From an optimization exercise on the open Yosys and OpenROAD flow, aimed at small area; shortcuts taken in it are not production practice. Where RTL was checked, it was by simulation tests only, not by an equivalence proof against the original. No activity file was given, so power comes from the tool's default toggle rates.

v6:
## pdm_xcorr_lag_scan
module pdm_xcorr_lag_scan #(
  parameter int MAX_LENGTH   = 256,
  parameter int MAX_LAG      = 4,
  parameter int RESULT_EVERY = 64,
  localparam int CW          = $clog2(MAX_LENGTH + 1),
  localparam int LAGW        = $clog2(MAX_LAG + 1) + 1
) (
  input  logic                   clk,
  input  logic                   rst,
  input  logic                   in_valid,
  input  logic                   data_1,
  input  logic                   data_2,
  input  logic [CW-1:0]          length,
  output logic                   primed,
  output logic                   out_valid,
  output logic signed [LAGW-1:0] best_lag,
  output logic [CW-1:0]          best_corr,
  output logic                   overrun
);
For scale: about 1400 cells after synthesis, roughly 650 flip-flops, roughly 0.023 mm^2 of cells after synthesis.
export LEC_CHECK = 0
export ABC_AREA = 1
export CAP_MARGIN = 20
export CORE_MARGIN = 2
export CORE_UTILIZATION = 65
export CTS_BUF_LIST = sky130_fd_sc_hd__clkbuf_8
export CTS_CLUSTER_DIAMETER = 40
export CTS_CLUSTER_SIZE = 16
export SLEW_MARGIN = 20
create_clock -name core_clock -period 10.0 [get_ports {clk}]
standard.sh (not shown) runs the stock make flow with config.mk's settings and CLKGATE_MAP_FILE= SYNTH_SCRIPT=/design/flow/synth_recipe.tcl, a recipe that flattens the netlist after the stock synthesis.
==> flow/flow/run.sh <==
#!/bin/bash
set -euo pipefail
W=$(pwd)
rm -rf "$W/scripts_syn"
mkdir -p "$W/scripts_syn"
cp -r "$FLOW_HOME/scripts/." "$W/scripts_syn/"
cp "$W/flow/abc_area.script" "$W/scripts_syn/abc_area.script"
bash "$W/standard.sh" SCRIPTS_DIR="$W/scripts_syn" synth > "$W/synth.log" 2>&1
bash "$W/standard.sh" finish > "$W/layout.log" 2>&1
==> flow/flow/abc_area.script <==
strash
dc2
dc2
&get -n
&st
&dch -f
&nf -a -R 1000
&put
#### Input delta (v7 over v6)
- a change of CTS_BUF_LIST from sky130_fd_sc_hd__clkbuf_8 to sky130_fd_sc_hd__clkbuf_16
- a change of CTS_CLUSTER_SIZE from 16 to 25
- a change of CTS_CLUSTER_DIAMETER from 40 to 50
### Flow results
v7 went all the way through the flow, and no timing, DRC or antenna check failed.
v6 ran to completion and came out clean on the timing, design-rule and antenna checks.
Against v6, overall power consumption in v7 rose slightly.
Worst setup path startpoint = cnt_reg[5][8]: v6; worst setup path startpoint = cnt_reg[6][8]: v7
Non-clock buffer count was lower in the run labelled v7.
Cmp v6 and v7 / length of routed met3 wiring / higher: v6
No run of this note included a check of the RTL's function; only the layout flow was run.

== job 101 ==
The RTL this note starts from:
==> flow/design.v <==
module pdm_xcorr_lag_scan #(
  parameter int MAX_LENGTH   = 256,
  parameter int MAX_LAG      = 4,
  parameter int RESULT_EVERY = 64,
  localparam int CW          = $clog2(MAX_LENGTH + 1),
  localparam int LAGW        = $clog2(MAX_LAG + 1) + 1
) (
  input  logic                   clk,
  input  logic                   rst,
  input  logic                   in_valid,
  input  logic                   data_1,
  input  logic                   data_2,
  input  logic [CW-1:0]          length,
  output logic                   primed,
  output logic                   out_valid,
  output logic signed [LAGW-1:0] best_lag,
  output logic [CW-1:0]          best_corr,
  output logic                   overrun
);
  localparam int NUM_LAGS = 2 * MAX_LAG + 1;    
  logic [7:0] d_c;
  logic [7:0] d_reg;
  logic       restart;
  always_comb begin
    if (length[8])
      d_c = 8'd255;
    else if (length[7:1] == 7'd0)
      d_c = 8'd1;
    else
      d_c = length[7:0] - 8'd1;
  end
  always_ff @(posedge clk)
    d_reg <= d_c;
  assign restart = rst || (d_c != d_reg);
  wire accept = in_valid && !restart;
  logic [8:0] r_reg;
  logic       primed_reg;
  wire        full_b = primed_reg || r_reg[8];                      
  wire        full_a = primed_reg || (r_reg[8] && !(&r_reg[7:2]));  
  always_ff @(posedge clk) begin
    if (restart) begin
      r_reg      <= {1'b0, d_c};
      primed_reg <= 1'b0;
    end else if (in_valid) begin
      r_reg <= r_reg - 9'd1;
      if (r_reg == 9'h1F8)    
        primed_reg <= 1'b1;
    end
  end
  logic [4:0] fa_reg;    
  logic       fb_reg;    
  logic [6:0] bl_reg;    
  always_ff @(posedge clk) begin
    if (restart) begin
      fa_reg[3:0] <= '0;
      fb_reg      <= 1'b0;
      bl_reg      <= '0;
    end else if (in_valid) begin
      fa_reg[3:0] <= {fa_reg[2:0], data_1};
      fb_reg      <= data_2;
      bl_reg      <= {bl_reg[5:0], fb_reg};
    end
  end
  always_ff @(posedge clk)
    if (in_valid)
      fa_reg[4] <= fa_reg[3];
  logic [8:0] ya;    
  logic [8:0] yb;
  assign ya[8] = fa_reg[4];
  assign yb[8] = fb_reg;
  generate
    for (genvar k = 7; k >= 0; k--) begin : g_stage
      localparam int W = 1 << k;
      logic [W-1:0] sa_reg;
      logic [W-1:0] sb_reg;
      if (k == 7) begin : g_top
        logic [W-8:0] sbh_reg;
        always_ff @(posedge clk)
          if (in_valid) begin
            sa_reg  <= {sa_reg[W-2:0], ya[k+1]};
            sbh_reg <= {sbh_reg[W-9:0], bl_reg[6]};
          end
        assign sb_reg = {sbh_reg, bl_reg};
      end else if (W == 1) begin : g_one
        always_ff @(posedge clk)
          if (in_valid) begin
            sa_reg <= ya[k+1];
            sb_reg <= yb[k+1];
          end
      end else begin : g_mid
        always_ff @(posedge clk)
          if (in_valid) begin
            sa_reg <= {sa_reg[W-2:0], ya[k+1]};
            sb_reg <= {sb_reg[W-2:0], yb[k+1]};
          end
      end
      assign ya[k] = d_reg[k] ? sa_reg[W-1] : ya[k+1];
      assign yb[k] = d_reg[k] ? sb_reg[W-1] : yb[k+1];
    end
  endgenerate
  wire old_a  = ya[0] & full_a;
  wire old_b0 = yb[0] & full_b;
  logic [7:0] tb_reg;
  always_ff @(posedge clk) begin
    if (restart)
      tb_reg <= '0;
    else if (in_valid)
      tb_reg <= {tb_reg[6:0], old_b0};
  end
  logic [8:0] old_b;    
  assign old_b = {tb_reg, old_b0};
  logic [8:0] new_b;    
  assign new_b = {bl_reg, fb_reg, data_2};
  logic [8:0] cnt_reg [NUM_LAGS];
  generate
    for (genvar gi = 0; gi < NUM_LAGS; gi++) begin : g_lag
      wire        m_new = fa_reg[3] ^ new_b[8-gi];
      wire        m_old = old_a ^ old_b[8-gi];
      wire        step  = in_valid && (m_new ^ m_old);
      logic [8:0] tgl;
      always_comb begin
        tgl[0] = step;
        for (int i = 1; i < 9; i++)
          tgl[i] = tgl[i-1] && (cnt_reg[gi][i-1] ^ m_old);
      end
      always_ff @(posedge clk) begin
        if (restart)
          cnt_reg[gi] <= '0;
        else
          cnt_reg[gi] <= cnt_reg[gi] ^ tgl;
      end
    end
  endgenerate
  wire trigger = accept && primed_reg && (r_reg[5:0] == 6'd56);
  logic [8:0] min_val;
  logic [3:0] min_idx;
  always_comb begin
    logic [NUM_LAGS-1:0] alive;
    logic [NUM_LAGS-1:0] zero;
    alive = '1;
    for (int b = 8; b >= 0; b--) begin
      for (int i = 0; i < NUM_LAGS; i++)
        zero[i] = alive[i] && !cnt_reg[i][b];
      min_val[b] = ~|zero;
      if (|zero)
        alive = zero;
    end
    min_idx = 4'd8;
    for (int i = NUM_LAGS - 1; i >= 0; i--)
      if (alive[i])
        min_idx = 4'(i);
  end
  logic [3:0]             k_reg;
  logic [8:0]             pend_val;
  logic signed [LAGW-1:0] pend_lag;
  logic signed [LAGW-1:0] best_lag_reg;
  logic [CW-1:0]          best_corr_reg;
  logic                   overrun_reg;
  wire                    idle = (k_reg == 4'd0);
  always_ff @(posedge clk) begin
    if (restart)
      k_reg <= 4'd0;
    else if (idle)
      k_reg <= trigger ? 4'd1 : 4'd0;
    else if (k_reg == 4'd10)
      k_reg <= 4'd0;
    else
      k_reg <= k_reg + 4'd1;
  end
  always_ff @(posedge clk) begin
    if (k_reg == 4'd1) begin
      pend_val <= min_val;
      pend_lag <= LAGW'(min_idx - 4'd4);
    end
  end
  always_ff @(posedge clk) begin
    if (rst) begin
      best_lag_reg  <= '0;
      best_corr_reg <= '0;
      overrun_reg   <= 1'b0;
    end else begin
      if (trigger && !idle)
        overrun_reg <= 1'b1;
      if (k_reg == 4'd9 && !restart) begin
        best_lag_reg  <= pend_lag;
        best_corr_reg <= pend_val;
      end
    end
  end
  assign primed    = primed_reg;
  assign out_valid = (k_reg == 4'd10);
  assign overrun   = overrun_reg;
  assign best_lag  = best_lag_reg;
  assign best_corr = best_corr_reg;
endmodule
export LEC_CHECK = 0
export ABC_AREA = 1
export CAP_MARGIN = 20
export CORE_MARGIN = 2
export CORE_UTILIZATION = 65
export CTS_BUF_LIST = sky130_fd_sc_hd__clkbuf_8
export CTS_CLUSTER_DIAMETER = 50
export CTS_CLUSTER_SIZE = 20
export SLEW_MARGIN = 20
create_clock -name core_clock -period 10.0 [get_ports {clk}]
run.sh (not shown) runs the stock make flow with config.mk's settings and CLKGATE_MAP_FILE= SYNTH_SCRIPT=/design/flow/synth_recipe.tcl, a recipe that flattens the netlist after the stock synthesis.
Stock flow here: none of the scripts above is used.
The flow did not stop early for job 101: all stages ran, and the layout cleared the timing, design-rule and antenna checks.
The following lists how job 102 was set up differently from job 101:
Settings: CTS_CLUSTER_DIAMETER removed (was 50); CTS_BUF_LIST removed (was sky130_fd_sc_hd__clkbuf_8); CTS_CLUSTER_SIZE removed (was 20).
[summary]
Job 102 went all the way through synthesis, placement and routing and the layout is clean on timing, DRC and antenna. Against job 101, power after layout in job 102 rose by more than 10%. The lower clock network fraction of total power of job 101 and job 102 is in job 101. The run showing the smaller final cycle utilization of the critical path is job 101. Looking at clock latency of the later-clocked register in the worst-skew pair, job 102 sits 40 ps lower than job 101 does. Job 102 ended up with pend_lag[1] as its endpoint of the worst setup timing path; job 101 ended up with pend_lag[0]. Final critical path time including I/O delays and setup: job 101 and job 102 compared, higher one is job 102.

static timing again, ports no longer ideal:
The flow's constraints put no driver on any port. The routed layouts listed below were extracted and timed again, unchanged, in two steps.
Step 1 (the two cells are an assumption about what drives the block):
set clk [get_ports {clk}]
set_driving_cell -lib_cell sky130_fd_sc_hd__clkbuf_16 $clk
set_driving_cell -lib_cell sky130_fd_sc_hd__buf_2 [delete_from_list [all_inputs] $clk]
Step 2, shift: input delay + t, output delay - t, t = (earliest + latest rising clock arrival at the registers) / 2. This alone moves slack from input paths to output paths.
Three values: ideal ports, drivers, drivers and shift; two values: the first two.
| run | shift t [ns] | setup slack, ns | worst setup path at the end | clock arrival spread, ns | worst data-port slew with drivers (ns) |
|---|---|---|---|---|---|
| v6 | 0.669 | 1.067 / 1.067 / 1.067 | register to register | 0.037 / 0.037 | 0.05 |
| v7 | 0.615 | 0.994 / 0.994 / 0.994 | register to register | 0.029 / 0.029 | 0.05 |
| job 101 | 0.701 | 3.732 / 3.732 / 3.652 | input to register | 0.032 / 0.031 | 0.06 |
| job 102 | 0.675 | 3.660 / 3.660 / 3.596 | input to register | 0.026 / 0.025 | 0.05 |
After both steps setup and hold are still met in every run listed. The setup slack of job 101, which loses most, moves by 0.000 ns with the drivers and by -0.080 ns with both steps.
